Context: an optimization exercise on an open-source flow, tuned for small area, a short achievable clock period and few clock cycles per item. The choices shown serve that exercise and are no tape-out recipe. The RTL was checked by simulation tests, not by an equivalence proof against the original design.

Setup of rev 12:
Design exp_taylor_seq, start of the top module:
module exp_taylor_seq (
  input  logic        clk,
  input  logic        rst_n,
  input  logic        in_valid,
  output logic        in_ready,
  input  logic [31:0] in_data,
  output logic        out_valid,
  input  logic        out_ready,
  output logic [31:0] out_data
);
Size: roughly 4,400 cells after synthesis, roughly 70 I/O pins.
Settings: LEC_CHECK=0, CAP_MARGIN=20, CORE_MARGIN=2, CORE_UTILIZATION=55, CTS_BUF_LIST=sky130_fd_sc_hd__clkbuf_8, CTS_CLUSTER_SIZE=20, SLEW_MARGIN=20; clock period 11.0 ns.
standard.sh (not shown) runs the stock make flow with config.mk's settings and CLKGATE_MAP_FILE= SYNTH_SCRIPT=/design/flow/synth_recipe.tcl, a recipe that flattens the netlist after the stock synthesis.
==> flow/flow/run.sh <==
#!/bin/bash
set -euo pipefail
MARGIN=$(cat flow/margin.txt)
R=$PWD/orfs/results/$FLOW_PLATFORM/exp_taylor_seq/base
bash standard.sh "$R/1_2_yosys.v" > flow_synth.log 2>&1
python3 flow/polar.py "$R/1_2_yosys.v" > flow_polar.log 2>&1
bash standard.sh SETUP_SLACK_MARGIN=$MARGIN finish > flow_make.log 2>&1
Other scripts of this flow, unchanged in this note and not shown: flow/flow/margin.txt, flow/flow/polar.py
Testbench counts of rev 12, summed over its fixed seeds: cycles 6,120, items 320.
What rev 13 does differently from rev 12 at the input level:
--- a/flow/design.v
+++ b/flow/design.v
@@ -58,19 +58,18 @@
   logic [4:0]  k0, k1, k2, k3;
   logic [1:0]  t0, t1, t2, t3;
   logic        v0, v1, v2, v3;
   logic        d0, d1, d2, d3;
   logic        fin3;
   logic [47:0] rr0_q, rr0_d;
   logic [47:0] rr1_q, rr1_d;
   logic [15:0] rlo_s;
   logic        rlo_c, rlo_q;
-  logic [3:0]  rlo_g, rlo_p, rlo_gq, rlo_pq;
   logic [47:0] zr0_q, zr0_d;
   logic [47:0] zr1_q, zr1_d;
   logic [47:0] zr2_q, zr2_d;
   logic [1:0]  ein, eout;
   logic        ov1;
   logic [31:0] q1;
   logic [7:0]  r_one, r_two, r_neg;
   logic [15:0] z_one, z_two, z_neg, zo_d, zt_d, zn_d;
   logic [31:0] z2dec;
@@ -2687,31 +2686,19 @@
   assign {rc722, rs721} = {1'b0, rc554} + rs635 + rc634;
   assign {rc724, rs723} = {1'b0, rs559} + rs637 + rc636;
   assign {rc726, rs725} = {1'b0, rc560} + rs639 + rc638;
   assign {rc728, rs727} = {1'b0, rc562} + rs641 + rc640;
   assign {rc730, rs729} = {1'b0, rpp269} + rs643 + rc642;
   assign {rc732, rs731} = {1'b0, rpp238} + rpp270 + rc644;
   assign {rc734, rs733} = {1'b0, 1'b1} + rpp271;
   assign rr0_d = {rpp272, rs733, rs731, rs729, rs727, rs725, rs723, rs721, rs719, rs717, rs715, rs713, rs711, rs709, rs707, rs705, rs703, rs701, rs699, rs697, rs695, rs693, rs691, rs689, rs687, rs685, rs683, rs681, rs679, rs677, rs675, rs673, rs671, rs669, rs667, rs665, rs663, rs661, rs659, rs657, rs655, rs653, rs651, rs649, rs647, rs645, rpp2, r_neg[0]};
   assign rr1_d = {rc734, rc732, rc730, rc728, rc726, rc724, rc722, rc720, rc718, rc716, rc714, rc712, rc710, rc708, rc706, rc704, rc702, rc700, rc698, rc696, rc694, rc692, rc690, rc688, rc686, rc684, rc682, rc680, rc678, rc676, rc674, rc672, rc670, rc668, rc666, rc664, rc662, rc660, rc658, rc656, rc654, rc652, rc650, rc648, rc646, rpp35, 1'b0, rpp1};
-  always_comb begin
-    for (int q = 0; q < 4; q++) begin
-      logic [3:0] gg, pp4;
-      gg  = rr0_d[4*q +: 4] & rr1_d[4*q +: 4];
-      pp4 = rr0_d[4*q +: 4] ^ rr1_d[4*q +: 4];
-      rlo_g[q] = gg[3] | (pp4[3] & gg[2]) | (pp4[3] & pp4[2] & gg[1]) | (pp4[3] & pp4[2] & pp4[1] & gg[0]);
-      rlo_p[q] = &pp4;
-    end
-  end
-  assign rlo_c = rlo_gq[3] | (rlo_pq[3] & rlo_gq[2]) | (rlo_pq[3] & rlo_pq[2] & rlo_gq[1])
-               | (rlo_pq[3] & rlo_pq[2] & rlo_pq[1] & rlo_gq[0]);
-  assign rlo_s = 16'd0;
-  assign rlo_q = rlo_c;
+  assign {rlo_c, rlo_s} = {1'b0, rr0_d[15:0]} + rr1_d[15:0];
   assign rsum = {rr0_q[47:16] + rr1_q[47:16] + {31'd0, rlo_q}, 16'd0};
   assign zpp735 = ((z_one[0] & y2[0]) ^ z_neg[0]);
   assign zpp736 = (((z_one[0] & y2[1]) | (z_two[0] & y2[0])) ^ z_neg[0]);
   assign zpp737 = (((z_one[0] & y2[2]) | (z_two[0] & y2[1])) ^ z_neg[0]);
   assign zpp738 = (((z_one[0] & y2[3]) | (z_two[0] & y2[2])) ^ z_neg[0]);
   assign zpp739 = (((z_one[0] & y2[4]) | (z_two[0] & y2[3])) ^ z_neg[0]);
   assign zpp740 = (((z_one[0] & y2[5]) | (z_two[0] & y2[4])) ^ z_neg[0]);
   assign zpp741 = (((z_one[0] & y2[6]) | (z_two[0] & y2[5])) ^ z_neg[0]);
   assign zpp742 = (((z_one[0] & y2[7]) | (z_two[0] & y2[6])) ^ z_neg[0]);
@@ -3645,19 +3632,19 @@
     z0 <= free ? in_data : ((fin3 & ~d3) ? xr : z3);
     k0 <= free ? 5'd20 : k_dec;
     r_one <= free ? 8'h7f : rd_one;
     r_two <= free ? 8'h00 : rd_two;
     r_neg <= free ? 8'h2a : rd_neg;
     t0 <= free ? ein : t3;
     d0 <= free ? 1'b0 : (d3 | fin3);
     rr0_q[47:16] <= rr0_d[47:16];
     rr1_q[47:16] <= rr1_d[47:16];
-    rlo_gq <= rlo_g; rlo_pq <= rlo_p;
+    rlo_q <= rlo_c;
     z1 <= z0; k1 <= k0; t1 <= t0; d1 <= d0;
     y2 <= rsum[47:16];
     z_one <= zo_d; z_two <= zt_d; z_neg <= zn_d; k2 <= k1; t2 <= t1; d2 <= d1;
     zr0_q <= zr0_d;
     zr1_q <= zr1_d;
     zr2_q <= zr2_d;
     z3 <= z2dec; k3 <= k2; t3 <= t2; d3 <= d2; fin3 <= fin2;
     if (!hold_q0) out_data <= ov1 ? q1 : res;
     if (do_exit) q1 <= res;
[summary]
- Of rev 12 and rev 13, rev 13 shows the lower number of clock buffers in the layout, with rev 12 above it.
- Rev 12 and rev 13 ended up with nearly the same area of the core.
- Between rev 12 and rev 13, the number of cells after detailed placement is higher for rev 13.
- [compare] base=rev 12 new=rev 13: final critical delay including setup and external delays went up; worst relative slew slack went up; number of input and output port buffers inserted did not really move; final worst-path cycle share went up.
- When rev 13 is measured against rev 12, its critical path depth turns out 2 higher.
- Comparing the two runs side by side, rev 13 comes out behind rev 12 on wire length.
Testbench counts of rev 13, summed over its fixed seeds: cycles 6,120, items 320.

==> separate check: timing with driven ports <==
The flow's constraints put no driver on any port. The routed layouts listed below were extracted and timed again, unchanged, in two steps.
Step 1: set_driving_cell puts a clkbuf_16 on clk and a buf_2 on each other input, an assumption about the parent block.
Step 2 moves the port delays by t, midway between the first and last clock arrival at a register: inputs arrive t later, outputs are due t later. That takes back most of the time a late clock gives input paths.
Slacks: no drivers / after step 1 / after step 2; pairs: no drivers / after step 1.
run | t (ns) | slack for setup (ns) | hold slack, ns | slew at the worst register clock pin (ns)
rev 12 | 0.797 | 7.295 / 7.295 / 7.295 | 0.324 / 0.324 / 0.324 | 0.07 / 0.07
rev 13 | 0.803 | 7.206 / 7.206 / 7.206 | 0.309 / 0.309 / 0.309 | 0.08 / 0.08
After both steps every run listed still meets setup and hold.
